This design comes from an exercise in tuning for small area and a short achievable clock period on the open sky130 flow, not from production work. In this exercise RTL edits were held to simulation tests only and were not proved equivalent to the original. Power is estimated from default activity; no workload was simulated.

==> flow/design.v <==
package qch_pkg;
  localparam int QCH_SYNC_STAGES = 2;
endpackage
module dff2_sync #(
  parameter logic RST_VAL = 1'b1
) (
  input  logic clk,
  input  logic rst_n,
  input  logic d,
  output logic q
);
  logic meta;
  always_ff @(posedge clk or negedge rst_n) begin
    if (!rst_n) begin
      meta <= RST_VAL;
      q    <= RST_VAL;
    end else begin
      meta <= d;
      q    <= meta;
    end
  end
endmodule
module qch_ao222n (
  input  logic [2:0] a,
  input  logic [2:0] b,
  output logic       y
);
  assign y = ~((a[0] & b[0]) | (a[1] & b[1]) | (a[2] & b[2]));
endmodule
module qch_sync_fifo #(
  parameter int DW    = 8,
  parameter int ASIZE = 6
) (
  input  logic          clk,
  input  logic          rst_n,
  input  logic          wr_en,     
  input  logic [DW-1:0] wr_data,
  input  logic          rd_en,
  output logic [DW-1:0] rd_data,
  output logic          full_d,    
  output logic          empty
);
  localparam int DEPTH = 1 << ASIZE;
  localparam int HALF  = ASIZE / 2;
  localparam int NLO   = 1 << HALF;
  localparam int NHI   = 1 << (ASIZE - HALF);
  localparam int NG    = DEPTH / 3;             
  localparam int NR    = DEPTH - NG * 3;        
  logic [DW-1:0]    mem [DEPTH];
  logic [ASIZE-1:0] wptr;
  logic [ASIZE-1:0] rptr;
  logic [ASIZE-1:0] wptr_inc;
  logic [ASIZE-1:0] rptr_inc;
  logic [ASIZE-1:0] rptr_d;
  logic             full;
  logic             empty_d;
  logic             do_rd;
  logic [NLO-1:0]   wlo;
  logic [NHI-1:0]   whi;
  logic [NLO-1:0]   rlo_n;     
  logic [NHI-1:0]   rhi_n;
  logic [DEPTH-1:0] we;
  logic [DEPTH-1:0] rsel;
  logic [DW-1:0]    rd_next;
  assign do_rd    = rd_en & ~empty;
  assign wptr_inc = wptr + ASIZE'(1);
  assign rptr_inc = rptr + ASIZE'(1);
  assign rptr_d   = do_rd ? rptr_inc : rptr;
  assign empty_d = ~wr_en & (do_rd ? (rptr_inc == wptr) : empty);
  assign full_d  = ~do_rd & (wr_en ? (wptr_inc == rptr) : full);
  always_ff @(posedge clk or negedge rst_n) begin
    if (!rst_n) begin
      wptr  <= '0;
      rptr  <= '0;
      full  <= 1'b0;
      empty <= 1'b1;
    end else begin
      wptr  <= wptr + ASIZE'(wr_en);
      rptr  <= rptr_d;
      full  <= full_d;
      empty <= empty_d;
    end
  end
  for (genvar j = 0; j < NLO; j++) begin : g_lo
    assign wlo[j] = ~full & (wptr[HALF-1:0] == HALF'(j));
  end
  for (genvar k = 0; k < NHI; k++) begin : g_hi
    assign whi[k] = (wptr[ASIZE-1:HALF] == (ASIZE-HALF)'(k));
  end
  always_ff @(posedge clk or negedge rst_n) begin
    if (!rst_n) begin
      rlo_n <= ~NLO'(1);
      rhi_n <= ~NHI'(1);
    end else begin
      for (int j = 0; j < NLO; j++) begin
        rlo_n[j] <= (rptr_d[HALF-1:0] != HALF'(j));
      end
      for (int k = 0; k < NHI; k++) begin
        rhi_n[k] <= (rptr_d[ASIZE-1:HALF] != (ASIZE-HALF)'(k));
      end
    end
  end
  for (genvar i = 0; i < DEPTH; i++) begin : g_ent
    assign we[i]   = wlo[i % NLO] & whi[i / NLO];
    assign rsel[i] = ~(rlo_n[i % NLO] | rhi_n[i / NLO]);
    always_ff @(posedge clk) begin
      if (we[i]) begin
        mem[i] <= wr_data;
      end
    end
  end
  for (genvar b = 0; b < DW; b++) begin : g_bit
    logic [DEPTH-1:0] col;
    logic [NG+NR-1:0] grp_n;
    for (genvar i = 0; i < DEPTH; i++) begin : g_col
      assign col[i] = mem[i][b];
    end
    for (genvar g = 0; g < NG; g++) begin : g_grp
      qch_ao222n u_ao (
        .a (col[g*3 +: 3]),
        .b (rsel[g*3 +: 3]),
        .y (grp_n[g])
      );
    end
    for (genvar r = 0; r < NR; r++) begin : g_rem
      assign grp_n[NG+r] = ~(col[NG*3+r] & rsel[NG*3+r]);
    end
    assign rd_next[b] = ~&grp_n;
  end
  always_ff @(posedge clk or negedge rst_n) begin
    if (!rst_n) begin
      rd_data <= '0;
    end else if (do_rd) begin
      rd_data <= rd_next;
    end
  end
endmodule
module qch_device_mc #(
  parameter int NCH          = 4,
  parameter int DW           = 8,
  parameter int ASIZE        = 6,
  parameter int IDLE_HOLD    = 8,
  parameter int DENY_TIMEOUT = 256
) (
  input  logic              clk,
  input  logic              reset_n,
  input  logic              if_wakeup_i,
  input  logic [NCH-1:0]    wr_valid_i,
  input  logic [NCH*DW-1:0] wr_payload_i,
  output logic [NCH-1:0]    wr_ready_o,
  input  logic [NCH-1:0]    rd_valid_i,
  output logic [NCH*DW-1:0] rd_payload_o,
  output logic [NCH-1:0]    rd_empty_o,
  output logic [NCH-1:0]    wr_flush_o,
  input  logic [NCH-1:0]    wr_done_i,
  input  logic              qreqn_i,
  output logic              qacceptn_o,
  output logic              qdeny_o,
  output logic              qactive_o
);
  localparam int CW = (IDLE_HOLD > 0) ? $clog2(IDLE_HOLD + 1) : 1;
  logic           s_run;
  logic           s_req;
  logic           s_stop_n;
  logic           s_exit;
  logic           s_den;
  logic           s_cont;
  logic           qreqn_s;
  logic [NCH-1:0] full_d;
  logic [NCH-1:0] empty;
  logic [NCH-1:0] wr_acc;
  logic [NCH-1:0] wrdy_q;
  logic [NCH-1:0] flush_q;
  logic           accept_cond;
  logic           deny_cond;
  logic           go_req;
  logic           go_den;
  logic           go_stop;
  logic           open_d;
  logic           activity;
  logic           act_n;      
  logic [CW-1:0]  hold_cnt;
  dff2_sync #(.RST_VAL(1'b1)) u_qreqn_sync (
    .clk   (clk),
    .rst_n (reset_n),
    .d     (qreqn_i),
    .q     (qreqn_s)
  );
  assign wr_ready_o = wrdy_q;
  assign wr_acc     = wr_valid_i & wrdy_q;
  assign rd_empty_o = empty;
  assign wr_flush_o = flush_q;
  for (genvar g = 0; g < NCH; g++) begin : g_ch
    qch_sync_fifo #(.DW(DW), .ASIZE(ASIZE)) u_fifo (
      .clk     (clk),
      .rst_n   (reset_n),
      .wr_en   (wr_acc[g]),
      .wr_data (wr_payload_i[g*DW +: DW]),
      .rd_en   (rd_valid_i[g]),
      .rd_data (rd_payload_o[g*DW +: DW]),
      .full_d  (full_d[g]),
      .empty   (empty[g])
    );
  end
  logic unused_cfg;
  assign unused_cfg = |DENY_TIMEOUT;
  assign accept_cond = ~(|flush_q) & (&empty) & ~(|wr_valid_i) & ~(|rd_valid_i) & ~if_wakeup_i;
  assign deny_cond   = if_wakeup_i | (|wr_acc);
  assign go_req  = s_run & ~qreqn_s;
  assign go_den  = s_req & deny_cond;
  assign go_stop = s_req & ~deny_cond & accept_cond;
  assign open_d  = ~go_stop & s_stop_n;
  always_ff @(posedge clk or negedge reset_n) begin
    if (!reset_n) begin
      s_run    <= 1'b1;
      s_req    <= 1'b0;
      s_stop_n <= 1'b1;
      s_exit   <= 1'b0;
      s_den    <= 1'b0;
      s_cont   <= 1'b0;
      wrdy_q   <= '1;
      flush_q  <= '0;
    end else begin
      s_run    <= (s_run & qreqn_s) | s_exit | s_cont;
      s_req    <= go_req | (s_req & ~go_den & ~go_stop);
      s_stop_n <= ~(go_stop | (~s_stop_n & ~qreqn_s));
      s_exit   <= ~s_stop_n & qreqn_s;
      s_den    <= go_den | (s_den & ~qreqn_s);
      s_cont   <= s_den & qreqn_s;
      wrdy_q   <= ~full_d & {NCH{open_d}};
      if (go_req) begin
        flush_q <= '1;
      end else if (go_den | go_stop) begin
        flush_q <= '0;
      end else begin
        flush_q <= flush_q & ~(wr_done_i & {NCH{s_req}});
      end
    end
  end
  assign qacceptn_o = s_stop_n;
  assign qdeny_o    = s_den;
  assign activity = (|wr_valid_i) | (|rd_valid_i) | ~(&empty);
  always_ff @(posedge clk or negedge reset_n) begin
    if (!reset_n) begin
      act_n    <= 1'b1;
      hold_cnt <= '0;
    end else if (activity) begin
      act_n    <= 1'b0;
      hold_cnt <= CW'(IDLE_HOLD);
    end else if (hold_cnt != '0) begin
      hold_cnt <= hold_cnt - CW'(1);
    end else begin
      act_n <= 1'b1;
    end
  end
  assign qactive_o = if_wakeup_i | ~act_n;
endmodule
==> flow/run.sh <==
#!/bin/bash
# synth_recipe.tcl (not shown) runs the flow's synth.tcl, then flattens the netlist and writes it again
# the make line also repeats each setting of config.mk as NAME=value (left out here)
make -C /OpenROAD-flow-scripts/flow DESIGN_CONFIG=/design/flow/config.mk WORK_HOME=/design/flow/orfs CLKGATE_MAP_FILE= SYNTH_SCRIPT=/design/flow/synth_recipe.tcl finish
==> flow/config.mk <==
export PLATFORM = sky130hd
export DESIGN_NAME = qch_device_mc
export DESIGN_NICKNAME = qch_device_mc
export VERILOG_FILES = /design/flow/design.v
export SDC_FILE = /design/flow/constraint.sdc
export NUM_CORES = 4
export LEC_CHECK = 0
export CAP_MARGIN = 20
export CORE_MARGIN = 2
export CORE_UTILIZATION = 50
export CTS_CLUSTER_DIAMETER = 120
export CTS_CLUSTER_SIZE = 30
export PLACE_DENSITY = 0.6
export SETUP_SLACK_MARGIN = 3.2
export SLEW_MARGIN = 20
export SYNTH_HIERARCHICAL = 1
==> flow/constraint.sdc <==
create_clock -name core_clock -period 6.0 [get_ports {clk}]
set_input_delay 1.2000 -clock core_clock [delete_from_list [all_inputs] [get_ports {clk}]]
set_output_delay 1.2000 -clock core_clock [all_outputs]
set_load 0.01 [all_outputs]
==> results.cfg, run 1 <==
[run_status]
status = timing/DRC/antenna clean

[setup_path]
critPathMaxStageDelay_ns = 0.83
critical_path.slowest_cell = dfrtp_1
critPathKind = reg -> reg
crit_chain = nor2_1 > a222oi_1 > nand4_1 > nor4_1 > a31oi_1
r2r_cells = 5
arrival_ns = 3.38
required_ns = 6.59
cp_max_fo = 8
critPathLaunchType = register
end_kind = register

[yosys]
synth_top_cells_by_count = 2048 x edfxtp_1, 673 x a222oi_1, 589 x nor2_1
avgSynthCellArea_sq_um = 18.4
yosys-top-cells-area = edfxtp_1 77%, a222oi_1 8.4%, dfrtp_1 4.7%
synth.distinct_cells = 52
synth_top_cell_by_area = edfxtp_1
async_reset_ff_share_pct = 7.79
seq_area_frac_synth_pct = 82.0
yosys_warnings = 10
synth_area_sq_um = 80300
synth_top_area_share_pct = 76.6
yosysMostFrequentCell = edfxtp_1
ys.flop_type = edfxtp_1
syn_inst = 4362
synth_edf_count = 2048
ys_seq_elements = 2221
synth_fp_nets = 4447

[finish]
post-route-util_pct = 53.7
drive_above_1_share_pct = 5.82
syn2layout_area_growth_pct = 7.03
seqCellArea_sq_um = 65900
multiInputGateArea_sq_um = 13700
finish.net_count = 4555
n_fill_cell = 12572

[global_route]
track_usage_pct = 23.5
grt_max_degree = 160
grt_pass1_vias = 42206
grt_overflow = 0
grt_pass1_wl_um = 284000
antenna_found_initial = 5

[cts]
clock_path_buffers = 3
cts_tree = done
cts_sinks = 2221
clock_latency_ns = 0.73
cts_hold_buf = 0
clk_pin_slew_ns = 0.11
cts_root_buf = clkbuf_16
htree_levels = 3
numCtsBuffers = 84

[timing]
worstMarginPinSlew_ns = 1.02
drv_slew = 0
min_period_ns = 2.79
skew_ns = 0.0268
final-setup-viol-count = 0
grt_setup_unrepaired = true
period_share_pct = 46.6
relSlewSlack_pct = 32.2
final_hold_viol_count = 0
tns_ns = 0
fmax_mhz = 358

[power]
p_per_area_nw_per_um2 = 383
p_leak_nw = 26.5
irDropWorstVdd_v = 0.000272

[floorplan]
die_y_um = 405
fp.coreArea_sq_um = 160000
die_w_um = 405
rows = 147
io_pins = 95
dieArea_sq_um = 164000
start_util_pct = 50.2

[drt]
dr_wl_met3_um = 15700
drcViolationCount = 0
num_vias = 43550
via_per_inst = 6.57
drtIter0Drc = 7500
wirelength_um = 196000
wl_met2_um = 92700
wl_met1_um = 83100
ant_nets = 0
wl_per_cell_um = 29.6
routed.top_layer = met5
drt_first_pass_iters = 12

[placement]
portBuffers = 94
gp_congestion = 0.825
dp_hpwl_um = 122000

[run]
cap_viol_max_count = 0

[min_path]
hp-class = in -> async
-- report_power, final --
part,internal [mW],switching (mW)
Sequential,18.4,1.44
Combinational,1.75,4.23
Clock,2.75,4.42
-- metal layers --
metal	up-vias	GRT usage, %
li1	18799	-
met1	22616	35.1
met2	1916	36.9
met3	213	3.14
met4	6	5.85
met5	-	0.506
-- timing repair --
action,CTS,global route
setup buffers,12,0
gates resized for setup,99,10
endpoints found under the hold margin,0,0
setup endpoints to repair,58,11
-- Yosys stat by module, one instance, submodules excluded, excerpt --
| module | cell area, sq um | cells | flip-flops and latches |
|---|---|---|---|
| qch_ao222n | 10.0 | 1 | 0 |
| qch_device_mc | 895 | 84 | 19 |
-- flip-flops by register name, summed over array words and instances (netlist names) --
signal               cells
act_n                    1
flush_q                  4
g_ch.u_fifo.empty        4
g_ch.u_fifo.full         4
g_ch.u_fifo.mem       2048
g_ch.u_fifo.rd_data     32
g_ch.u_fifo.rhi_n       32
g_ch.u_fifo.rlo_n       32
g_ch.u_fifo.rptr        24
g_ch.u_fifo.wptr        24
hold_cnt                 4
s_cont                   1
s_den                    1
s_exit                   1
s_req                    1
s_run                    1
s_stop_n                 1
u_qreqn_sync.meta        1
u_qreqn_sync.q           1
wrdy_q                   4
-- cells in the final DEF, fill, tap and decap left out, types with 5 or more instances in the layout --
| master | count |
|---|---|
| o21ai_0 | 8 |
| nor2_1 | 589 |
| and2_1 | 13 |
| edfxtp_1 | 2048 |
| nand4_1 | 132 |
| clkbuf_16 | 85 |
| xnor2_1 | 37 |
| or3_1 | 9 |
| a211oi_1 | 44 |
| nand3_1 | 100 |
| buf_2 | 38 |
| a222oi_1 | 673 |
| clkdlybuf4s50_1 | 13 |
| clkbuf_1 | 65 |
| dfrtp_1 | 129 |
| ha_1 | 37 |
| dfstp_2 | 21 |
| buf_4 | 47 |
| nor3_1 | 9 |
| nand3b_1 | 13 |
| or3_4 | 5 |
| mux2i_1 | 8 |
| inv_1 | 48 |
| xor2_1 | 32 |
| nor4_1 | 32 |
| nand2b_1 | 14 |
| dfrtp_2 | 23 |
| dlygate4sd2_1 | 37 |
| a31oi_1 | 36 |
| nand2_1 | 106 |
| a21oi_1 | 11 |
-- final cells by class --
class	instances	area share (%)
clock inverters	4	0.0655
clock buffers	150	2.76
repair buffers	142	1.27
flip-flops and latches	2221	76.6
multi-input cells	1969	16.0
well taps	2086	3.04
diodes	3	0.00873
inverters	52	0.233
-- logic make-up (layout without fill, tap and decap cells) --
group | Yosys count | in the layout | share of synthesized area (%)
muxes | 8 | 8 | 0.0997
xor gates and xnor gates | 77 | 77 | 0.915
other | 0 | 3 | 0
DFF | 2221 | 2221 | 82.0
and+or+nand+nor | 1046 | 1046 | 5.95
adders and majority gates | 37 | 37 | 0.576
AOI/OAI and AO/OA | 801 | 801 | 9.55
buffers and inverters | 172 | 348 | 0.904
-- worst paths after layout --
| check | slack (ns) | from | end |
|---|---|---|---|
| min in group core_clock | 0.35 | u_qreqn_sync.meta | u_qreqn_sync.q |
| worst max register to register | 3.21 | g_ch[2].u_fifo.rlo_n[5] | g_ch[2].u_fifo.rd_data[0] |
| worst max-delay path | 3.21 | g_ch[2].u_fifo.rlo_n[5] | g_ch[2].u_fifo.rd_data[0] |
| max in group asynchronous | 4.42 | reset_n | g_ch[0].u_fifo.rd_data[3] |
| worst min-delay path | 0.30 | reset_n | g_ch[1].u_fifo.rd_data[0] |
| worst min register to register | 0.35 | u_qreqn_sync.meta | u_qreqn_sync.q |
-- through the flow --
step	cell area [sq um]	instances	power (mW)	hold WS (ns)	setup slack, ns
after CTS	85900	6624	33.1	0.253	3.10
after floorplan	80300	4362	23.0	0.345	3.44
after global routing	86000	6625	34.2	0.281	3.17
after global placement	83500	6457	26.1	0.348	2.37
after detailed placement	83500	6458	26.2	0.348	2.38
final	86000	6627	32.9	0.301	3.21
-- worst max-delay path: cells and delay by family, from the launching register on --
family / cells / cell delay, ns
AOI/OAI and AO/OA: 2 / 0.66
DFF: 1 / 0.83
and+or+nand+nor: 3 / 1.16
==> run 2, diff against run 1 <==
--- a/flow/design.v
+++ b/flow/design.v
@@ -27,4 +27,40 @@
 );
   assign y = ~((a[0] & b[0]) | (a[1] & b[1]) | (a[2] & b[2]));
+endmodule
+module qch_ao9 (
+  input  logic [8:0] a,
+  input  logic [8:0] b,
+  output logic       y
+);
+  logic [2:0] part_n;
+  for (genvar g = 0; g < 3; g++) begin : g_part
+    qch_ao222n u_ao (
+      .a (a[g*3 +: 3]),
+      .b (b[g*3 +: 3]),
+      .y (part_n[g])
+    );
+  end
+  assign y = ~&part_n;
+endmodule
+module qch_nor2 (
+  input  logic a,
+  input  logic b,
+  output logic y
+);
+  assign y = ~(a | b);
+endmodule
+module qch_or8 (
+  input  logic [7:0] a,
+  output logic       y
+);
+  logic [3:0] pair_n;
+  for (genvar g = 0; g < 4; g++) begin : g_pair
+    qch_nor2 u_nor (
+      .a (a[2*g]),
+      .b (a[2*g+1]),
+      .y (pair_n[g])
+    );
+  end
+  assign y = ~&pair_n;
 endmodule
 module qch_sync_fifo #(
@@ -45,6 +81,6 @@
   localparam int NLO   = 1 << HALF;
   localparam int NHI   = 1 << (ASIZE - HALF);
-  localparam int NG    = DEPTH / 3;             
-  localparam int NR    = DEPTH - NG * 3;        
+  localparam int NG    = 7;                     
+  localparam int NR    = DEPTH - NG * 9;        
   logic [DW-1:0]    mem [DEPTH];
   logic [ASIZE-1:0] wptr;
@@ -112,19 +148,22 @@
   for (genvar b = 0; b < DW; b++) begin : g_bit
     logic [DEPTH-1:0] col;
-    logic [NG+NR-1:0] grp_n;
+    logic [NG+NR-1:0] grp;
     for (genvar i = 0; i < DEPTH; i++) begin : g_col
       assign col[i] = mem[i][b];
     end
     for (genvar g = 0; g < NG; g++) begin : g_grp
-      qch_ao222n u_ao (
-        .a (col[g*3 +: 3]),
-        .b (rsel[g*3 +: 3]),
-        .y (grp_n[g])
+      qch_ao9 u_ao (
+        .a (col[g*9 +: 9]),
+        .b (rsel[g*9 +: 9]),
+        .y (grp[g])
       );
     end
     for (genvar r = 0; r < NR; r++) begin : g_rem
-      assign grp_n[NG+r] = ~(col[NG*3+r] & rsel[NG*3+r]);
-    end
-    assign rd_next[b] = ~&grp_n;
+      assign grp[NG+r] = col[NG*9+r] & rsel[NG*9+r];
+    end
+    qch_or8 u_or (
+      .a (grp),
+      .y (rd_next[b])
+    );
   end
   always_ff @(posedge clk or negedge rst_n) begin
--- a/flow/config.mk
+++ b/flow/config.mk
@@ -12,5 +12,5 @@
 export CTS_CLUSTER_SIZE = 30
 export PLACE_DENSITY = 0.6
-export SETUP_SLACK_MARGIN = 3.2
+export SETUP_SLACK_MARGIN = 3.25
 export SLEW_MARGIN = 20
 export SYNTH_HIERARCHICAL = 1
==> run 2 against run 1 <==
Still clean. Count of clock-buffer cells in the layout grew 1. Clock power is 1% higher. Clock skew down 0.00056 ns. Global-route usage down 0.20 points. Routed wire length shrank 0.89%. Sequential power barely moved. Die area increased by 0.45%. Register-to-register slack better by 0.12 ns. Critical endpoint is now rd_empty_o[3]. Highest routed layer is now met4.
==> results.cfg, run 2 <==
[setup_path]
critPathKind = reg -> out
cpLargestDelayFamily = flip-flops
crit_chain = buf_6
required_ns = 4.80
cp_max_fo = 2
end_kind = output pin
critPathMaxStageDelay_ns = 0.69
critPathLaunchType = register
critical_path_buf_inv_count = 1
critical_path.slowest_cell = dfstp_2
arrival_ns = 1.57

[finish]
fin_area_sq_um = 86500
finish.net_count = 4751
drive_above_1_share_pct = 4.94
largest_reg_flops = 2048
multiInputGateArea_sq_um = 14200
n_antenna_cell = 0
final_common_cell = edfxtp_1
seqCellArea_sq_um = 65900
max_flop_register = g_ch.u_fifo.mem
n_fill_cell = 12786
post-route-util_pct = 53.9
final_cell_mix = 2048 x edfxtp_1, 698 x nor2_1, 673 x a222oi_1
syn2layout_area_growth_pct = 7.21

[floorplan]
dieArea_sq_um = 165000
die_y_um = 406
die_w_um = 406
start_util_pct = 50.3
rows = 147
io_pins = 95
fp.coreArea_sq_um = 160000

[yosys]
avgSynthCellArea_sq_um = 17.7
yosysMostFrequentCell = edfxtp_1
synth_edf_count = 2048
seq_area_frac_synth_pct = 81.6
synth.distinct_cells = 43
ys_seq_elements = 2221
yosys_warnings = 10
synth_top_cells_by_count = 2048 x edfxtp_1, 701 x nor2_1, 673 x a222oi_1
synth_top_area_share_pct = 76.2
synth_top_cell_by_area = edfxtp_1
synth_area_sq_um = 80700
synth_fp_nets = 4639
ys.flop_type = edfxtp_1
syn_inst = 4554
async_reset_ff_share_pct = 7.79
yosys-top-cells-area = edfxtp_1 76%, a222oi_1 8.3%, dfrtp_1 4.7%

[timing]
fmax_mhz = 361
period_share_pct = 46.2
grt_setup_unrepaired = true
tns_ns = 0
final-setup-viol-count = 0
layout_setup_ws_ns = 3.23
worstMarginPinSlew_ns = 1.02
relSlewSlack_pct = 31.4
final_hold_viol_count = 0
min_period_ns = 2.77
skew_ns = 0.0262
drv_slew = 0

[placement]
place_area_sq_um = 83900
dp_hpwl_um = 120000
gp_congestion = 0.827
portBuffers = 94
place_ws_ns = 2.00

[global_route]
grt_overflow = 0
top_usage_layer = met2
grt_pass1_wl_um = 285000
track_usage_pct = 23.3
use_met3_pct = 2.86
grt_use_met2_pct = 37.4
grt_pass1_vias = 42995
antenna_found_initial = 3
grt_max_degree = 69
grt_use_met1_pct = 34.2

[power]
swShare_pct = 30.4
p_switching_mw = 9.96
seq_power_share_pct = 60.0
p_int_mw = 22.8
p_leak_nw = 27.2
irDropWorstVdd_v = 0.000267
p_per_area_nw_per_um2 = 379
pwr-share-comb_pct = 17.9
power.share.clock_pct = 22.1

[drt]
num_vias = 44081
drcViolationCount = 0
ant_nets = 0
wirelength_um = 194000
drt_first_pass_iters = 14
drtIter0Drc = 7155
via_per_inst = 6.39
wl_per_cell_um = 28.2

[cts]
clock_latency_ns = 0.73
cts_root_buf = clkbuf_16
cts_tree = done
cts_sinks = 2221
numCtsBuffers = 84
cts_hold_buf = 0
clock_path_buffers = 3
htree_levels = 3
clk_pin_slew_ns = 0.11

[run_status]
status = timing/DRC/antenna clean

[run]
cap_viol_max_count = 0

[min_path]
hp-class = reg -> reg
## run 2: path summary, 6_finish.rpt
check | startpoint | endpoint | slack, ns | cells after the start
worst max register to register | g_ch[1].u_fifo.rlo_n[4] | g_ch[1].u_fifo.rd_data[3] | 3.33 | 7
max in group asynchronous | reset_n | g_ch[2].u_fifo.rd_data[1] | 4.20 | 2
worst min-delay path | u_qreqn_sync.meta | u_qreqn_sync.q | 0.36 | 0
worst max-delay path | g_ch[3].u_fifo.empty | rd_empty_o[3] | 3.23 | 1
worst min register to register | u_qreqn_sync.meta | u_qreqn_sync.q | 0.36 | 0
min in group asynchronous | reset_n | g_ch[0].u_fifo.rd_data[3] | 0.43 | 1
## run 2: timing repair
item / in CTS / in global routing
pin swaps: 1 / 2
buffers inserted: 9 / 1
cloned: 0 / 0
setup endpoints to repair: 69 / 85
gates resized for setup: 102 / 11
## run 2: cell type report
type | count | share of cell area [%]
repair buffers | 138 | 1.21
flip-flops and latches | 2221 | 76.2
clock inverters | 7 | 0.104
clock buffers | 151 | 2.77
inverters | 52 | 0.226
multi-input cells | 2169 | 16.4
well taps | 2160 | 3.12
## run 2: stage by stage
| stage | power, mW | instances | hold WS, ns |
|---|---|---|---|
| 4_1_cts | 32.9 | 6897 | 0.362 |
| 3_3_place_gp | 25.7 | 6730 | 0.346 |
| 3_5_place_dp | 25.8 | 6730 | 0.347 |
| 5_1_grt | 34.0 | 6898 | 0.373 |
| 2_1_floorplan | 22.9 | 4554 | 0.345 |
| 6_report | 32.7 | 6898 | 0.361 |
## run 2: cells by family (layout without fill, tap and decap cells)
group | after synthesis | count (layout) | share of synthesized area [%]
flops | 2221 | 2221 | 81.6
simple gates | 1322 | 1322 | 7.14
compound gates | 725 | 725 | 8.85
buf+inv | 164 | 348 | 0.837
xor+xnor | 81 | 81 | 0.917
fa+ha+maj | 37 | 37 | 0.574
mux | 4 | 4 | 0.0496
## run 2: power groups by stage
stage | clock network [mW] | logic, mW | registers, mW
2_1_floorplan | 0 | 3.79 | 19.1
4_1_cts | 7.43 | 5.84 | 19.6
5_1_grt | 7.92 | 6.34 | 19.8
3_3_place_gp | 0 | 5.80 | 19.9
3_5_place_dp | 0 | 5.86 | 20.0
6_report | 7.25 | 5.86 | 19.6
## run 2: Yosys stat by module, one instance, submodules excluded, a selection
module / cells / cell area (sq um)
qch_ao9: 1 / 5.00
qch_ao222n: 1 / 10.0
qch_nor2: 1 / 3.75
qch_or8: 1 / 6.26
qch_device_mc: 84 / 895
## run 2: layer usage
metal	vias to the layer above	part of all wire [%]
met2	1981	48
met4	0	2.2
met5	-	0
met1	22674	42
met3	213	8.0
li1	19213	-
==> run 3, diff against run 2 <==
--- a/flow/config.mk
+++ b/flow/config.mk
@@ -8,8 +8,8 @@
 export CAP_MARGIN = 20
 export CORE_MARGIN = 2
-export CORE_UTILIZATION = 50
+export CORE_UTILIZATION = 62
 export CTS_CLUSTER_DIAMETER = 120
 export CTS_CLUSTER_SIZE = 30
-export PLACE_DENSITY = 0.6
+export PLACE_DENSITY = 0.7
 export SETUP_SLACK_MARGIN = 3.25
 export SLEW_MARGIN = 20
==> run 3 against run 2 <==
Sequential power about the same. Register-to-register slack better by 0.03 ns. Routed wire length down 3.8%. Clock power down 1%. Synthesized cell count unchanged. First-iteration DRC count up 19%. Count of clock-buffer cells in the layout down 4. Combinational power down 2%. Fmax down 2.7%. Core utilization up 13 points. Final cell count down 6.3%. Non-clock buffer count down 8.
==> results.cfg, run 3 <==
[timing]
drv_slew = 0
final-setup-viol-count = 0
final_hold_viol_count = 0
tns_ns = 0
period_share_pct = 47.4
skew_ns = 0.0447
fmax_mhz = 351
grt_setup_unrepaired = true
worstMarginPinSlew_ns = 1.08
relSlewSlack_pct = 28.1
min_period_ns = 2.85

[yosys]
ys_seq_elements = 2221
synth_edf_count = 2048
yosysMostFrequentCell = edfxtp_1
synth_top_cells_by_count = 2048 x edfxtp_1, 701 x nor2_1, 673 x a222oi_1
synth_fp_nets = 4639
yosys_warnings = 10
avgSynthCellArea_sq_um = 17.7
ys.flop_type = edfxtp_1
yosys-top-cells-area = edfxtp_1 76%, a222oi_1 8.3%, dfrtp_1 4.7%
synth.distinct_cells = 43
synth_top_area_share_pct = 76.2
synth_area_sq_um = 80700
async_reset_ff_share_pct = 7.79
synth_top_cell_by_area = edfxtp_1
syn_inst = 4554
seq_area_frac_synth_pct = 81.6

[cts]
cts_sinks = 2221
clock_latency_ns = 0.72
cts_root_buf = clkbuf_16
cts_hold_buf = 0
numCtsBuffers = 84
cts_tree = done
clk_pin_slew_ns = 0.11
clock_path_buffers = 3
htree_levels = 3

[floorplan]
io_pins = 95
fp.coreArea_sq_um = 129000
die_w_um = 365
dieArea_sq_um = 133000
die_y_um = 365
rows = 132
start_util_pct = 62.4

[placement]
gp_congestion = 0.924
portBuffers = 94
dp_hpwl_um = 116000

[finish]
seqCellArea_sq_um = 65900
multiInputGateArea_sq_um = 14200
drive_above_1_share_pct = 4.53
n_fill_cell = 8705
final_common_cell = edfxtp_1
largest_reg_flops = 2048
post-route-util_pct = 66.4
max_flop_register = g_ch.u_fifo.mem
syn2layout_area_growth_pct = 6.48
finish.net_count = 4743
final_cell_mix = 2048 x edfxtp_1, 701 x nor2_1, 673 x a222oi_1

[global_route]
antenna_found_initial = 6
grt_overflow = 0
grt_pass1_wl_um = 274000
track_usage_pct = 27.9
grt_max_degree = 69
grt_pass1_vias = 42742

[setup_path]
critPathLaunchType = input pin
r2r-end = g_ch[2].u_fifo.mem[27][1]
end_kind = output pin
critPathKind = in -> out
arrival_ns = 1.65
rrSetupSlack_ns = 3.36
r2r_cells = 4
cp_max_fo = 2
rr_startpoint = g_ch[2].u_fifo.wptr[1]
required_ns = 4.80

[drt]
via_per_inst = 6.88
wirelength_um = 187000
drcViolationCount = 0
num_vias = 44486
ant_nets = 0
wl_per_cell_um = 28.9
drt_first_pass_iters = 12
drtIter0Drc = 8506

[power]
irDropWorstVdd_v = 0.000301
total_power_mw = 32.5
p_leak_nw = 27.2
p_per_area_nw_per_um2 = 379

[min_path]
worstHoldStart = u_qreqn_sync.meta
hp-class = reg -> reg
whs_path_depth = 0
timing.hold.worst_endpoint = u_qreqn_sync.q

[run]
cap_viol_max_count = 0

[run_status]
status = timing/DRC/antenna clean
==> run 3: repair_timing <==
item                       CTS  global route
hold endpoints to repair     0             0
gates resized for setup     98             7
setup buffers                8             2
setup endpoints to repair   80            23
==> run 3: worst max-delay path by stage <==
stage                   from                 endpoint  depth (start not counted)
4_1_cts          if_wakeup_i                qactive_o                          3
3_3_place_gp   rd_valid_i[1]  g_ch[1].u_fifo.rhi_n[5]                          6
2_1_floorplan    if_wakeup_i                qactive_o                          1
5_1_grt          if_wakeup_i                qactive_o                          3
3_5_place_dp   rd_valid_i[1]  g_ch[1].u_fifo.rhi_n[5]                          6
6_report         if_wakeup_i                qactive_o                          3
==> run 3: logic make-up (layout without fill, tap and decap cells) <==
family | after synthesis | in the layout | share of synthesized area, %
DFF | 2221 | 2221 | 81.6
other | 0 | 2 | 0
AOI/OAI and AO/OA | 725 | 725 | 8.85
buffers and inverters | 164 | 330 | 0.837
and+or+nand+nor | 1322 | 1322 | 7.14
adders and majority gates | 37 | 37 | 0.574
xor gates and xnor gates | 81 | 81 | 0.917
muxes | 4 | 4 | 0.0496
==> run 3: cell type report <==
type,instances,share of cell area [%]
sequential,2221,76.7
multi-input combinational,2169,16.5
clock buffer,147,2.85
tap,1742,2.54
timing repair buffer,130,1.18
inverter,52,0.227
clock inverter,1,0.0350
antenna,2,0.00583
==> run 3: worst max-delay path: stages <==
cell and delay [ns]:
clkdlybuf4s15_1 0.19, nand2b_4 0.14, buf_6 0.12
==> run 3: through the flow <==
step                      worst slack (ns)  cell area (sq um)  cells  hold slack, ns
final                                 3.15              85900   6464           0.354
after CTS                             3.07              85800   6460           0.359
after floorplan                       3.44              80700   4554           0.345
after detailed placement              2.32              83400   6304           0.348
after global routing                  3.12              85900   6462           0.359
after global placement                2.39              83400   6304           0.347
==> run 3: modules after synthesis, one instance, submodules excluded, excerpt <==
module         area (sq um)  times used  cells inside
qch_nor2               3.75         128             1
qch_or8                6.26          32             1
qch_ao9                5.00         224             1
qch_ao222n             10.0         672             1
qch_device_mc           895           1            84
==> run 3: power by group <==
part	internal [mW]	total [mW]	switching, mW
clock network	2.83	7.15	4.32
logic	1.65	5.77	4.12
registers	18.3	19.6	1.29
total	22.8	32.5	9.73
==> run 3: routing by layer <==
layer	global-route usage (%)	part of all wire [%]	vias to the layer above	wire [um]
met2	43.7	47	2470	88400
met3	4.52	10	277	19200
met5	0	0.049	-	91
met1	40.9	39	22543	73500
met4	8.68	3.0	8	5610
li1	-	-	19188	-
==> run 4, diff against run 3 <==
==> flow/flow/run.sh (new file) <==
#!/bin/bash
set -e
cp standard.sh standard_sh.log
echo 'export BUFFER_PORTS_ARGS = -buffer_cell sky130_fd_sc_hd__buf_2' >> config.mk
bash standard.sh > standard.log 2>&1
==> flow/standard.sh (new file) <==
#!/bin/bash
# synth_recipe.tcl (not shown) runs the flow's synth.tcl, then flattens the netlist and writes it again
# the make line also repeats each setting of config.mk as NAME=value (left out here)
make -C /OpenROAD-flow-scripts/flow DESIGN_CONFIG=/design/flow/config.mk WORK_HOME=/design/flow/orfs CLKGATE_MAP_FILE= SYNTH_SCRIPT=/design/flow/synth_recipe.tcl "${@:-finish}"
--- a/flow/config.mk
+++ b/flow/config.mk
@@ -8,9 +8,10 @@
 export CAP_MARGIN = 20
 export CORE_MARGIN = 2
-export CORE_UTILIZATION = 62
+export CORE_UTILIZATION = 50
 export CTS_CLUSTER_DIAMETER = 120
 export CTS_CLUSTER_SIZE = 30
-export PLACE_DENSITY = 0.7
+export PLACE_DENSITY = 0.6
 export SETUP_SLACK_MARGIN = 3.25
 export SLEW_MARGIN = 20
 export SYNTH_HIERARCHICAL = 1
+export BUFFER_PORTS_ARGS = -buffer_cell sky130_fd_sc_hd__buf_2
removed: flow/run.sh
==> run 4 against run 3 <==
Still clean on timing, DRC and antenna. Via count shrank 1.4%. Clock power grew 1%. Routed wire length grew 3.2%. Count of clock-buffer cells in the layout grew 6. Hold slack gained 0.0088 ns. Worst setup slack gained 0.10 ns. Critical path type is now reg -> out. Largest cell class unchanged. Largest power group unchanged. Highest routed layer unchanged.
==> results.cfg, run 4 <==
[yosys]
yosysMostFrequentCell = edfxtp_1
yosys-top-cells-area = edfxtp_1 76%, a222oi_1 8.3%, dfrtp_1 4.7%
synth_fp_nets = 4639
synth_top_area_share_pct = 76.2
ys.flop_type = edfxtp_1
ys_seq_elements = 2221
async_reset_ff_share_pct = 7.79
synth_edf_count = 2048
synth.distinct_cells = 43
synth_area_sq_um = 80700
seq_area_frac_synth_pct = 81.6
avgSynthCellArea_sq_um = 17.7
syn_inst = 4554
synth_top_cells_by_count = 2048 x edfxtp_1, 701 x nor2_1, 673 x a222oi_1
yosys_warnings = 10
synth_top_cell_by_area = edfxtp_1

[min_path]
timing.hold.worst_endpoint = u_qreqn_sync.q
worstHoldStart = u_qreqn_sync.meta
whs_path_depth = 0
hp-class = reg -> reg

[finish]
n_antenna_cell = 0
final_cell_mix = 2048 x edfxtp_1, 700 x nor2_1, 673 x a222oi_1
n_fill_cell = 12889
largest_reg_flops = 2048
finish.net_count = 4743
drive_above_1_share_pct = 5.60
syn2layout_area_growth_pct = 6.87
max_flop_register = g_ch.u_fifo.mem
final_common_cell = edfxtp_1

[floorplan]
die_y_um = 406
fp.coreArea_sq_um = 160000
io_pins = 95
start_util_pct = 50.3
dieArea_sq_um = 165000
rows = 147
die_w_um = 406

[power]
p_per_area_nw_per_um2 = 378
p_leak_nw = 27.1
irDropWorstVdd_v = 0.000314

[global_route]
grt_pass1_vias = 42926
grt_pass1_wl_um = 283000
antenna_found_initial = 6
grt_max_degree = 77
grt_overflow = 0
track_usage_pct = 23.2

[cts]
htree_levels = 3
numCtsBuffers = 84
cts_root_buf = clkbuf_16
cts_tree = done
clock_latency_ns = 0.75
clock_path_buffers = 3
clk_pin_slew_ns = 0.11
cts_sinks = 2221

[drt]
dr_wl_met3_um = 14800
routed.top_layer = met5
drtIter0Drc = 6892
ant_nets = 0
wl_met1_um = 81700
drt_first_pass_iters = 14
wl_met2_um = 92000
wirelength_um = 193000
num_vias = 43846
drcViolationCount = 0
via_per_inst = 6.36
wl_per_cell_um = 28.0

[timing]
final-setup-viol-count = 0
skew_ns = 0.0401
fmax_mhz = 365
grt_setup_unrepaired = true
worstMarginPinSlew_ns = 0.953
tns_ns = 0
layout_setup_ws_ns = 3.26
final_hold_viol_count = 0
min_period_ns = 2.74
period_share_pct = 45.7
holdWs_ns = 0.363
drv_slew = 0
relSlewSlack_pct = 36.3

[setup_path]
critical_path_depth = 1
arrival_ns = 1.54
r2r-end = g_ch[1].u_fifo.mem[39][7]
required_ns = 4.80
rrSetupSlack_ns = 3.32
end_kind = output pin
critical_path_buf_inv_count = 1
critPathMaxStageDelay_ns = 0.68
critical_path.slowest_cell = dfstp_2
crit_chain = buf_6
critPathKind = reg -> out
critPathLaunchType = register
startpoint = wrdy_q[3]
cpLargestDelayFamily = flip-flops
r2r_cells = 4
cp_max_fo = 2
rr_startpoint = g_ch[1].u_fifo.wptr[1]

[placement]
gp_congestion = 0.855
portBuffers = 94
dp_hpwl_um = 119000
place_ws_ns = 2.78

[run]
cap_viol_max_count = 0

[run_status]
status = timing/DRC/antenna clean
[run 4: cell counts after synthesis]
Identical to the previous run, type by type.
[run 4: routing by layer]
metal  global-route usage, %  up-vias
met4                    5.78        6
met3                    3.01      223
met2                    36.9     1796
li1                        -    19201
met5                       0        -
met1                    34.1    22620
[run 4: kinds of logic (layout without fill, tap and decap cells)]
logic type	Yosys count	after routing	share of synthesized area, %
buf+inv	164	340	0.837
xor+xnor	81	81	0.917
fa+ha+maj	37	37	0.574
compound gates	725	725	8.85
simple gates	1322	1322	7.14
mux	4	4	0.0496
flops	2221	2221	81.6
[run 4: worst register-to-register path, delay by kind of cell, from the launching register on]
kind,cells,cell delay [ns]
adders and majority gates,2,0.44
and+or+nand+nor,2,1.34
DFF,1,0.53
[run 4: modules after synthesis, one instance, submodules excluded, excerpt]
module,cell area [sq um],copies in the design,flip-flops and latches,cells inside
qch_ao222n,10.0,672,0,1
qch_or8,6.26,32,0,1
qch_nor2,3.75,128,0,1
qch_device_mc,895,1,19,84
qch_ao9,5.00,224,0,1
[run 4: area by class of cell]
class                   instances  area [sq um]  share of cell area, %
clock buffers                 153          2430                   2.81
clock inverters                 5          80.1                 0.0929
inverters                      52           195                  0.226
multi-input cells            2169         14200                   16.4
flip-flops and latches       2221         65900                   76.4
well taps                    2160          2700                   3.13
repair buffers                130           797                  0.924
[run 4: worst max-delay path by stage]
stage	slack, ns	end
floorplan	3.44	qactive_o
global placement	2.82	wrdy_q[1]
detailed placement	2.78	g_ch[3].u_fifo.rhi_n[6]
CTS	3.18	rd_empty_o[1]
global route	3.21	rd_empty_o[1]
finish	3.26	wr_ready_o[3]
[run 4: what timing repair did]
action	CTS	global route
buffers inserted	5	0
gates resized for setup	6	6
hold buffers	0	0
endpoints found under the setup margin	7	15
[run 4: per-stage QoR]
stage          cells  cell area, sq um  utilization, %  total power, mW
2_1_floorplan   4554             80700               -             22.9
3_3_place_gp    6727             83600            52.1             25.6
3_5_place_dp    6727             83600            52.1             25.7
4_1_cts         6890             86200            53.7             32.8
5_1_grt         6890             86200            53.8             33.9
6_report        6890             86200            53.8             32.6
[run 4: power breakdown]
part           switching, mW  internal, mW  total (mW)  leakage, nW
clock network           4.44          2.81        7.25         1.19
registers               1.27          18.3        19.6         20.4
logic                   4.17          1.60        5.77         5.57
==> run 5, diff against run 4 <==
--- a/flow/config.mk
+++ b/flow/config.mk
@@ -12,5 +12,5 @@
 export CTS_CLUSTER_SIZE = 30
 export PLACE_DENSITY = 0.6
-export SETUP_SLACK_MARGIN = 3.25
+export SETUP_SLACK_MARGIN = 3.4
 export SLEW_MARGIN = 20
 export SYNTH_HIERARCHICAL = 1
==> run 5 against run 4 <==
Sequential cell count unchanged. Fmax is 0.48% lower. Clock skew is essentially flat. Sequential share of layout area is 0.28 points lower. Worst setup slack worse by 0.013 ns. Still clean on timing, DRC and antenna. Area after synthesis unchanged. First-iteration DRC count grew 0.42%. Non-clock buffer count is 6 higher. Synthesized cell count unchanged. Highest routed layer unchanged.
==> results.cfg, run 5 <==
[yosys]
yosys-top-cells-area = edfxtp_1 76%, a222oi_1 8.3%, dfrtp_1 4.7%
synth_area_sq_um = 80700
async_reset_ff_share_pct = 7.79
synth.distinct_cells = 43
synth_top_area_share_pct = 76.2
syn_inst = 4554
synth_fp_nets = 4639
yosysMostFrequentCell = edfxtp_1
avgSynthCellArea_sq_um = 17.7
synth_top_cell_by_area = edfxtp_1
synth_edf_count = 2048
yosys_warnings = 10
ys.flop_type = edfxtp_1
seq_area_frac_synth_pct = 81.6
synth_top_cells_by_count = 2048 x edfxtp_1, 701 x nor2_1, 673 x a222oi_1
ys_seq_elements = 2221

[power]
irDropWorstVdd_v = 0.000313
p_leak_nw = 27.2
p_per_area_nw_per_um2 = 378
total_power_mw = 32.8

[setup_path]
critPathMaxStageDelay_ns = 0.68
cpLargestDelayFamily = flip-flops
rrSetupSlack_ns = 3.38
cp_max_fo = 2
crit_chain = buf_6
critical_path.slowest_cell = dfstp_2
required_ns = 4.80
critPathKind = reg -> out
critPathLaunchType = register
critical_path_buf_inv_count = 1
arrival_ns = 1.56
end_kind = output pin

[global_route]
grt_overflow = 0
antenna_found_initial = 6
grt_max_degree = 77
track_usage_pct = 23.2
grt_pass1_wl_um = 283000
grt_pass1_vias = 42977

[floorplan]
fp.coreArea_sq_um = 160000
start_util_pct = 50.3
dieArea_sq_um = 165000
rows = 147
die_y_um = 406
io_pins = 95
die_w_um = 406

[cts]
cts_root_buf = clkbuf_16
clock_latency_ns = 0.75
numCtsBuffers = 84
clk_pin_slew_ns = 0.11
cts_sinks = 2221
htree_levels = 3
cts_tree = done
clock_path_buffers = 3

[finish]
final_common_cell = edfxtp_1
final_cell_mix = 2048 x edfxtp_1, 673 x a222oi_1, 605 x nor2_1
syn2layout_area_growth_pct = 7.29
largest_reg_flops = 2048
n_fill_cell = 12851
n_antenna_cell = 0
max_flop_register = g_ch.u_fifo.mem
drive_above_1_share_pct = 8.04
finish.net_count = 4749
final_cells = 6896

[timing]
fmax_mhz = 363
tns_ns = 0
final-setup-viol-count = 0
final_hold_viol_count = 0
period_share_pct = 45.9
drv_slew = 0
worstMarginPinSlew_ns = 1.01
min_period_ns = 2.76
skew_ns = 0.0405
relSlewSlack_pct = 32.8
grt_setup_unrepaired = true

[drt]
wirelength_um = 193000
drt_first_pass_iters = 10
ant_nets = 0
wl_per_cell_um = 28.0
drtIter0Drc = 6921
drcViolationCount = 0
via_per_inst = 6.38
num_vias = 44018

[min_path]
hp-class = reg -> reg

[placement]
dp_cells = 6727
dp_hpwl_um = 119000
gp_congestion = 0.855
portBuffers = 94

[run_status]
status = timing/DRC/antenna clean

[run]
cap_viol_max_count = 0
run 5: cell count changes in the layout (fill, tap and decap cells not counted):
| cell | change |
|---|---|
| nor2b_1 | -1 |
| buf_4 | +4 |
| buf_2 | -4 |
| dfrtp_2 | +14 |
| nor2b_2 | +1 |
| nor2_2 | +95 |
| buf_6 | +6 |
| dfrtp_1 | -14 |
| nor2_1 | -95 |
run 5: logic make-up after synthesis:
| group | after synthesis | synth area share (%) |
|---|---|---|
| adder cells (fa/ha/maj) | 37 | 0.574 |
| AND/OR/NAND/NOR | 1322 | 7.14 |
| flip-flops | 2221 | 81.6 |
| buffers and inverters | 164 | 0.837 |
| multiplexers | 4 | 0.0496 |
| AO/OA/AOI/OAI | 725 | 8.85 |
| XOR/XNOR | 81 | 0.917 |
run 5: worst paths after layout:
check / from / end / cells past startpoint
worst max-delay path: g_ch[3].u_fifo.empty / rd_empty_o[3] / 1
worst min-delay path: u_qreqn_sync.meta / u_qreqn_sync.q / 0
worst max register to register: g_ch[3].u_fifo.wptr[1] / g_ch[3].u_fifo.mem[35][1] / 4
worst min register to register: u_qreqn_sync.meta / u_qreqn_sync.q / 0
max in group asynchronous: reset_n / g_ch[2].u_fifo.rlo_n[3] / 2
min in group asynchronous: reset_n / g_ch[0].u_fifo.rd_data[1] / 1
run 5: stage by stage:
step / cell area, sq um / utilization (%) / worst slack [ns] / hold WS (ns)
after CTS: 86300 / 53.8 / 3.19 / 0.364
final: 86600 / 54.0 / 3.24 / 0.363
after detailed placement: 83600 / 52.1 / 2.78 / 0.348
after global placement: 83600 / 52.1 / 2.82 / 0.348
after floorplan: 80700 / - / 3.44 / 0.345
after global routing: 86600 / 54.0 / 3.21 / 0.367
run 5: per-module statistics from Yosys (local to each module, per instance), a selection:
module,area [sq um],cells inside
qch_ao222n,10.0,1
qch_or8,6.26,1
qch_ao9,5.00,1
qch_device_mc,895,84
qch_nor2,3.75,1
run 5: final cells by class:
cell class	count	area, sq um	area share [%]
Clock buffer	153	2430	2.80
Clock inverter	5	80.1	0.0925
Inverter	52	195	0.226
Multi-Input combinational cell	2169	14400	16.6
Sequential cell	2221	65900	76.1
Tap cell	2160	2700	3.12
Timing Repair Buffer	136	875	1.01
run 5: layer usage:
layer / vias up / global-route usage (%) / share of wire (%)
li1: 19209 / - / -
met4: 6 / 5.78 / 2.2
met3: 220 / 3.06 / 7.8
met1: 22729 / 34.1 / 42
met5: - / 0 / 0.019
met2: 1854 / 37.0 / 48
run 5: power by group:
group | leakage, nW | internal (mW) | switching [mW]
combinational | 5.60 | 1.63 | 4.26
sequential | 20.4 | 18.3 | 1.27
clock | 1.19 | 2.81 | 4.44
run 5: what timing repair did:
action | in CTS | in global routing
gates resized for setup | 18 | 110
setup endpoints to repair | 25 | 769
buffers inserted | 11 | 0
hold buffers | 0 | 0
==> run 6, diff against run 5 <==
--- a/flow/design.v
+++ b/flow/design.v
@@ -91,4 +91,5 @@
   logic             full;
   logic             empty_d;
+  logic             filled;    
   logic             do_rd;
   logic [NLO-1:0]   wlo;
@@ -99,5 +100,6 @@
   logic [DEPTH-1:0] rsel;
   logic [DW-1:0]    rd_next;
-  assign do_rd    = rd_en & ~empty;
+  assign empty    = ~filled;
+  assign do_rd    = rd_en & filled;
   assign wptr_inc = wptr + ASIZE'(1);
   assign rptr_inc = rptr + ASIZE'(1);
@@ -110,10 +112,10 @@
       rptr  <= '0;
       full  <= 1'b0;
-      empty <= 1'b1;
+      filled <= 1'b0;
     end else begin
       wptr  <= wptr + ASIZE'(wr_en);
       rptr  <= rptr_d;
       full  <= full_d;
-      empty <= empty_d;
+      filled <= ~empty_d;
     end
   end
@@ -201,5 +203,5 @@
   logic           s_run;
   logic           s_req;
-  logic           s_stop_n;
+  logic           s_stop;
   logic           s_exit;
   logic           s_den;
@@ -209,5 +211,5 @@
   logic [NCH-1:0] empty;
   logic [NCH-1:0] wr_acc;
-  logic [NCH-1:0] wrdy_q;
+  logic [NCH-1:0] wblk_q;     
   logic [NCH-1:0] flush_q;
   logic           accept_cond;
@@ -226,6 +228,6 @@
     .q     (qreqn_s)
   );
-  assign wr_ready_o = wrdy_q;
-  assign wr_acc     = wr_valid_i & wrdy_q;
+  assign wr_ready_o = ~wblk_q;
+  assign wr_acc     = wr_valid_i & ~wblk_q;
   assign rd_empty_o = empty;
   assign wr_flush_o = flush_q;
@@ -249,23 +251,23 @@
   assign go_den  = s_req & deny_cond;
   assign go_stop = s_req & ~deny_cond & accept_cond;
-  assign open_d  = ~go_stop & s_stop_n;
+  assign open_d  = ~go_stop & ~s_stop;
   always_ff @(posedge clk or negedge reset_n) begin
     if (!reset_n) begin
       s_run    <= 1'b1;
       s_req    <= 1'b0;
-      s_stop_n <= 1'b1;
+      s_stop   <= 1'b0;
       s_exit   <= 1'b0;
       s_den    <= 1'b0;
       s_cont   <= 1'b0;
-      wrdy_q   <= '1;
+      wblk_q   <= '0;
       flush_q  <= '0;
     end else begin
       s_run    <= (s_run & qreqn_s) | s_exit | s_cont;
       s_req    <= go_req | (s_req & ~go_den & ~go_stop);
-      s_stop_n <= ~(go_stop | (~s_stop_n & ~qreqn_s));
-      s_exit   <= ~s_stop_n & qreqn_s;
+      s_stop   <= go_stop | (s_stop & ~qreqn_s);
+      s_exit   <= s_stop & qreqn_s;
       s_den    <= go_den | (s_den & ~qreqn_s);
       s_cont   <= s_den & qreqn_s;
-      wrdy_q   <= ~full_d & {NCH{open_d}};
+      wblk_q   <= full_d | {NCH{~open_d}};
       if (go_req) begin
         flush_q <= '1;
@@ -277,5 +279,5 @@
     end
   end
-  assign qacceptn_o = s_stop_n;
+  assign qacceptn_o = ~s_stop;
   assign qdeny_o    = s_den;
   assign activity = (|wr_valid_i) | (|rd_valid_i) | ~(&empty);
--- a/flow/config.mk
+++ b/flow/config.mk
@@ -12,5 +12,5 @@
 export CTS_CLUSTER_SIZE = 30
 export PLACE_DENSITY = 0.6
-export SETUP_SLACK_MARGIN = 3.4
+export SETUP_SLACK_MARGIN = 3.25
 export SLEW_MARGIN = 20
 export SYNTH_HIERARCHICAL = 1
==> run 6 against run 5 <==
Still clean. Clock power up 0.6%. Total power down 0.88%. Worst setup slack worse by 0.0094 ns. Routed wire length up 1.5%. Critical path type is now in -> reg. Largest power group unchanged. Highest routed layer unchanged.
==> results.cfg, run 6 <==
[run_status]
status = timing/DRC/antenna clean

[floorplan]
io_pins = 95
rows = 147
fp.coreArea_sq_um = 161000
dieArea_sq_um = 165000
start_util_pct = 50.4
die_w_um = 406
die_y_um = 406

[yosys]
synth_compound_area_share_pct = 8.97
yosysMostFrequentCell = edfxtp_1
synthMuxAreaShare_pct = 0.495
synth_edf_count = 2048
yosys-top-cells-area = edfxtp_1 76%, a222oi_1 8.3%, dfrtp_1 5.0%
seq_area_frac_synth_pct = 81.4
avgSynthCellArea_sq_um = 18.0
synth_xor_xnor_area_share_pct = 1.00
synth_top_area_share_pct = 76.1
synth_fp_nets = 4584
synthSimpleGateAreaFrac_pct = 6.63
synth.distinct_cells = 50
synth_area_sq_um = 80900
synth_top_cell_by_area = edfxtp_1
ys.flop_type = edfxtp_1
synth_top_family_by_area = compound AO/OA/AOI/OAI gates
yosys.area_share.adder_pct = 0.573
ys_seq_elements = 2221
syn_inst = 4499
async_reset_ff_share_pct = 7.79
yosys_warnings = 10
synth_top_cells_by_count = 2048 x edfxtp_1, 679 x nor2_1, 672 x a222oi_1

[cts]
cts_sinks = 2221
htree_levels = 3
numCtsBuffers = 84
clock_latency_ns = 0.72
clock_path_buffers = 3
cts_tree = done
cts_hold_buf = 0
cts_root_buf = clkbuf_16
clk_pin_slew_ns = 0.11

[placement]
place_ws_ns = 2.49
gp_congestion = 0.827
dp_cells = 6661
portBuffers = 94
dp_hpwl_um = 120000

[setup_path]
critPathMaxStageDelay_ns = 0.81
critPathKind = in -> reg
arrival_ns = 3.38
critical_path.slowest_cell = nor4bb_1
required_ns = 6.61
critPathLaunchType = input pin
cp_max_fo = 6
critical_path_buf_inv_count = 1
crit_chain = buf_2 > nor4bb_1 > nand3_1 > or3_4 > a41o_1
end_kind = register
cpLargestDelayFamily = simple AND/OR/NAND/NOR gates

[finish]
syn2layout_area_growth_pct = 6.79
final_cell_mix = 2048 x edfxtp_1, 672 x a222oi_1, 668 x nor2_1
final_cells = 6821
multiInputGateArea_sq_um = 14300
largest_reg_flops = 2048
max_flop_register = g_ch.u_fifo.mem
final_common_cell = edfxtp_1
seqCellArea_sq_um = 65900
finish.net_count = 4674
n_fill_cell = 12676
drive_above_1_share_pct = 6.85

[timing]
final_hold_viol_count = 0
layout_setup_ws_ns = 3.23
worstMarginPinSlew_ns = 1.06
tns_ns = 0
relSlewSlack_pct = 29.3
fmax_mhz = 362
period_share_pct = 46.1
final-setup-viol-count = 0
skew_ns = 0.0256
grt_setup_unrepaired = true
drv_slew = 0
min_period_ns = 2.77

[global_route]
grt_overflow = 0
grt_pass1_wl_um = 285000
grt_pass1_vias = 42851
track_usage_pct = 23.4
grt_max_degree = 155
antenna_found_initial = 4

[power]
irDropWorstVdd_v = 0.000212
p_per_area_nw_per_um2 = 376
p_leak_nw = 27.0

[drt]
ant_nets = 0
via_per_inst = 6.45
wirelength_um = 196000
drtIter0Drc = 7695
drcViolationCount = 0
wl_per_cell_um = 28.8
drt_first_pass_iters = 14
num_vias = 44024

[min_path]
hp-class = in -> async

[run]
cap_viol_max_count = 0
[run 6: where the power goes]
part | switching [mW] | leakage (nW) | internal (mW)
sequential | 1.39 | 20.4 | 18.3
clock | 4.44 | 1.19 | 2.85
combinational | 3.84 | 5.47 | 1.62
total | 9.66 | 27.0 | 22.8
[run 6: through the flow]
| stage | total power, mW | utilization [%] | hold slack (ns) | instance area, sq um |
|---|---|---|---|---|
| floorplan | 22.8 | - | 0.345 | 80900 |
| global route | 33.7 | 53.8 | 0.283 | 86300 |
| finish | 32.5 | 53.8 | 0.322 | 86300 |
| global placement | 25.4 | 52.1 | 0.356 | 83700 |
| CTS | 32.6 | 53.7 | 0.276 | 86300 |
| detailed placement | 25.5 | 52.1 | 0.351 | 83700 |
[run 6: per-module statistics from Yosys (local to each module, per instance), excerpt]
module         cells  cell area (sq um)  times used  flip-flops and latches
qch_ao222n         1               10.0         672                       0
qch_or8            1               6.26          32                       0
qch_ao9            1               5.00         224                       0
qch_device_mc     81                851           1                      19
qch_nor2           1               3.75         128                       0
[run 6: cell type report]
cell class	count	area share (%)
diodes	3	0.00869
multi-input cells	2108	16.6
clock buffers	153	2.86
well taps	2160	3.13
repair buffers	128	0.897
flip-flops and latches	2221	76.3
clock inverters	2	0.0420
inverters	46	0.203
[run 6: cells by family after synthesis]
logic type,count (synthesis)
flip-flops,2221
AND/OR/NAND/NOR,1201
AO/OA/AOI/OAI,745
buffers and inverters,170
XOR/XNOR,89
adder cells (fa/ha/maj),37
multiplexers,36
[run 6: repair_timing]
action	4_1_cts	5_1_grt
setup buffers	1	1
resized for setup	6	30
endpoints found under the setup margin	3	133
pin swaps	0	1
[run 6: metal layers]
layer / vias up / track usage, % / wire [um]
met5: - / 0 / 22
met4: 4 / 5.33 / 4570
met3: 240 / 3.79 / 17000
met2: 1989 / 37.4 / 94000
met1: 22714 / 34.1 / 80600
li1: 19077 / - / -
[run 6: worst paths after layout]
check	slack [ns]	endpoint	from	depth (start not counted)
worst max-delay path	3.23	s_req	rd_valid_i[2]	5
worst min-delay path	0.32	g_ch[0].u_fifo.rd_data[2]	reset_n	1
worst max register to register	3.26	g_ch[3].u_fifo.rd_data[0]	g_ch[3].u_fifo.rlo_n[7]	6
worst min register to register	0.37	u_qreqn_sync.q	u_qreqn_sync.meta	0
max in group asynchronous	4.40	g_ch[3].u_fifo.rlo_n[2]	reset_n	2
min in group core_clock	0.37	u_qreqn_sync.q	u_qreqn_sync.meta	0
==> run 7, diff against run 6 <==
--- a/flow/config.mk
+++ b/flow/config.mk
@@ -12,5 +12,5 @@
 export CTS_CLUSTER_SIZE = 30
 export PLACE_DENSITY = 0.6
-export SETUP_SLACK_MARGIN = 3.25
+export SETUP_SLACK_MARGIN = 3.4
 export SLEW_MARGIN = 20
 export SYNTH_HIERARCHICAL = 1
==> run 7 against run 6 <==
Critical path depth decreased by 1. Area after synthesis unchanged. Total power up 0.56%. Global-route usage about the same. Routed wire length about the same. Clock skew grew 0.0041 ns. Via count hardly changed. Sequential cell count stayed put. Largest cell class unchanged.
==> results.cfg, run 7 <==
[run_status]
status = timing/DRC/antenna clean

[timing]
period_share_pct = 45.9
min_period_ns = 2.75
grt_setup_unrepaired = true
final-setup-viol-count = 0
drv_slew = 0
final_hold_viol_count = 0
fmax_mhz = 363
relSlewSlack_pct = 26.9
worstMarginPinSlew_ns = 1.10
tns_ns = 0
skew_ns = 0.0297

[global_route]
top_usage_layer = met2
grt_pass1_wl_um = 285000
grt_use_met1_pct = 34.1
grt_use_met2_pct = 37.4
track_usage_pct = 23.4
antenna_found_initial = 4
use_met3_pct = 3.79
grt_max_degree = 155
grt_overflow = 0
grt_pass1_vias = 42860

[floorplan]
io_pins = 95
fp.coreArea_sq_um = 161000
die_w_um = 406
dieArea_sq_um = 165000
rows = 147
start_util_pct = 50.4
die_y_um = 406

[yosys]
synth_top_cell_by_area = edfxtp_1
synth.distinct_cells = 50
synth_area_sq_um = 80900
yosys-top-cells-area = edfxtp_1 76%, a222oi_1 8.3%, dfrtp_1 5.0%
synth_edf_count = 2048
avgSynthCellArea_sq_um = 18.0
yosys_warnings = 10
async_reset_ff_share_pct = 7.79
synth_fp_nets = 4584
synth_top_area_share_pct = 76.1
syn_inst = 4499
synth_top_cells_by_count = 2048 x edfxtp_1, 679 x nor2_1, 672 x a222oi_1
ys.flop_type = edfxtp_1
ys_seq_elements = 2221
yosysMostFrequentCell = edfxtp_1
seq_area_frac_synth_pct = 81.4

[drt]
num_vias = 44013
wl_per_cell_um = 28.7
via_per_inst = 6.45
wirelength_um = 196000
ant_nets = 0
drt_first_pass_iters = 13
drtIter0Drc = 7572
drcViolationCount = 0

[placement]
dp_hpwl_um = 120000
place_area_sq_um = 83700
gp_congestion = 0.827
portBuffers = 94

[power]
p_per_area_nw_per_um2 = 376
irDropWorstVdd_v = 0.000215
p_leak_nw = 27.0

[setup_path]
arrival_ns = 1.55
end_kind = output pin
r2r_cells = 4
cp_max_fo = 7
required_ns = 4.80
critPathKind = in -> out
rrSetupSlack_ns = 3.29
rr_startpoint = g_ch[3].u_fifo.wptr[1]
critPathLaunchType = input pin
r2r-end = g_ch[3].u_fifo.mem[35][4]

[min_path]
hp-class = in -> async

[cts]
cts_sinks = 2221
clk_pin_slew_ns = 0.11
cts_hold_buf = 0
cts_root_buf = clkbuf_16
htree_levels = 3
clock_path_buffers = 3
cts_tree = done
clock_latency_ns = 0.73
numCtsBuffers = 84

[finish]
syn2layout_area_growth_pct = 7.36
n_fill_cell = 12626
multiInputGateArea_sq_um = 14600
fin_area_sq_um = 86800
seqCellArea_sq_um = 65900
drive_above_1_share_pct = 10.2
max_flop_register = g_ch.u_fifo.mem
finish.net_count = 4681
largest_reg_flops = 2048
final_common_cell = edfxtp_1
final_cell_mix = 2048 x edfxtp_1, 672 x a222oi_1, 546 x nor2_1

[run]
cap_viol_max_count = 0
==> run 7: timing repair <==
action | in CTS | in global routing
resized for setup | 67 | 133
buffers inserted | 7 | 2
endpoints found under the setup margin | 187 | 1054
pin swaps | 1 | 3
gates cloned | 0 | 0
==> run 7: cell type report <==
type                            count  area share (%)
Antenna cell                        2         0.00577
Clock buffer                      153            2.84
Clock inverter                      2          0.0418
Inverter                           46           0.202
Multi-Input combinational cell   2108            16.9
Sequential cell                  2221            75.9
Tap cell                         2160            3.11
Timing Repair Buffer              135            1.02
==> run 7: worst max-delay path, cell delays in order <==
cell     delay (ns)
buf_6          0.11
inv_2          0.05
nand2_2        0.06
buf_6          0.12
==> run 7: kinds of logic (layout without fill, tap and decap cells) <==
family,count (synthesis),after routing,synth area share (%)
flip-flops,2221,2221,81.4
multiplexers,36,36,0.495
other,0,2,0
AO/OA/AOI/OAI,745,745,8.97
AND/OR/NAND/NOR,1201,1201,6.63
XOR/XNOR,89,89,1.00
adder cells (fa/ha/maj),37,37,0.573
buffers and inverters,170,336,0.901
==> run 7: metrics by stage <==
step	hold slack (ns)	std cells	util (%)	total power [mW]	setup WS, ns
2_1_floorplan	0.345	4499	-	22.8	3.45
3_3_place_gp	0.356	6661	52.1	25.4	2.54
3_5_place_dp	0.351	6661	52.1	25.5	2.49
4_1_cts	0.276	6823	53.8	32.7	3.21
5_1_grt	0.283	6825	54.1	33.9	3.20
6_report	0.318	6827	54.1	32.7	3.25
==> run 7: routing by layer <==
| layer | routed length, um | part of all wire [%] |
|---|---|---|
| met1 | 81200 | 41 |
| met2 | 94100 | 48 |
| met3 | 16300 | 8.3 |
| met4 | 4550 | 2.3 |
| met5 | 22 | 0.011 |
==> run 7: per-module statistics from Yosys, one instance, submodules excluded, a selection <==
module | flops+latches | times used | area, sq um
qch_nor2 | 0 | 128 | 3.75
qch_device_mc | 19 | 1 | 851
qch_or8 | 0 | 32 | 6.26
qch_ao9 | 0 | 224 | 5.00
qch_ao222n | 0 | 672 | 10.0
==> run 7: worst max path at each step <==
stage	to	cells past startpoint	from	slack [ns]
6_report	qactive_o	4	if_wakeup_i	3.25
5_1_grt	g_ch[3].u_fifo.mem[27][1]	4	g_ch[3].u_fifo.wptr[1]	3.20
2_1_floorplan	qactive_o	2	if_wakeup_i	3.45
3_3_place_gp	s_req	5	rd_valid_i[2]	2.54
3_5_place_dp	s_req	5	wr_valid_i[0]	2.49
4_1_cts	qactive_o	2	act_n	3.21
==> run 7: power by group <==
group,internal [mW],leakage (nW),total [mW],switching [mW]
combinational,1.67,5.50,5.63,3.97
sequential,18.3,20.4,19.7,1.38
clock,2.85,1.19,7.29,4.44
total,22.9,27.0,32.7,9.79

## separate check: timing with driven ports
No port has a modelled driver above. Below, the same layouts with a new extraction and two added sets of constraints.
Step 1 sets driving cells, clkbuf_16 on the clock port and buf_2 on the other inputs (assumed; they add their load-dependent delay and slew).
Step 2 moves the port delays by t, midway between the first and last clock arrival at a register: inputs arrive t later, outputs are due t later. That takes back most of the time a late clock gives input paths.
Slacks: no drivers / after step 1 / after step 2; pairs: no drivers / after step 1.
run | shift t [ns] | setup slack, ns | hold WS [ns] | worst setup path after step 2 | cell pins on the clock port's net
run 1 | 0.792 | 3.206 / 3.136 / 2.567 | 0.301 / 0.274 / 0.355 | input to register | 1
run 2 | 0.806 | 3.230 / 3.147 / 2.577 | 0.361 / 0.361 / 0.361 | input to register | 1
run 3 | 0.782 | 3.154 / 3.130 / 2.634 | 0.354 / 0.354 / 0.354 | input to register | 1
run 4 | 0.808 | 3.257 / 3.175 / 2.769 | 0.363 / 0.363 / 0.363 | input to register | 1
run 5 | 0.809 | 3.244 / 3.162 / 2.919 | 0.363 / 0.363 / 0.363 | input to register | 1
run 6 | 0.785 | 3.235 / 3.182 / 2.431 | 0.322 / 0.302 / 0.371 | input to register | 1
run 7 | 0.788 | 3.247 / 3.191 / 2.641 | 0.318 / 0.298 / 0.370 | input to register | 1
After both steps every run listed still meets setup and hold. For run 6, which loses most, drivers alone change the setup slack by -0.053 ns; drivers and shift together by -0.804 ns.
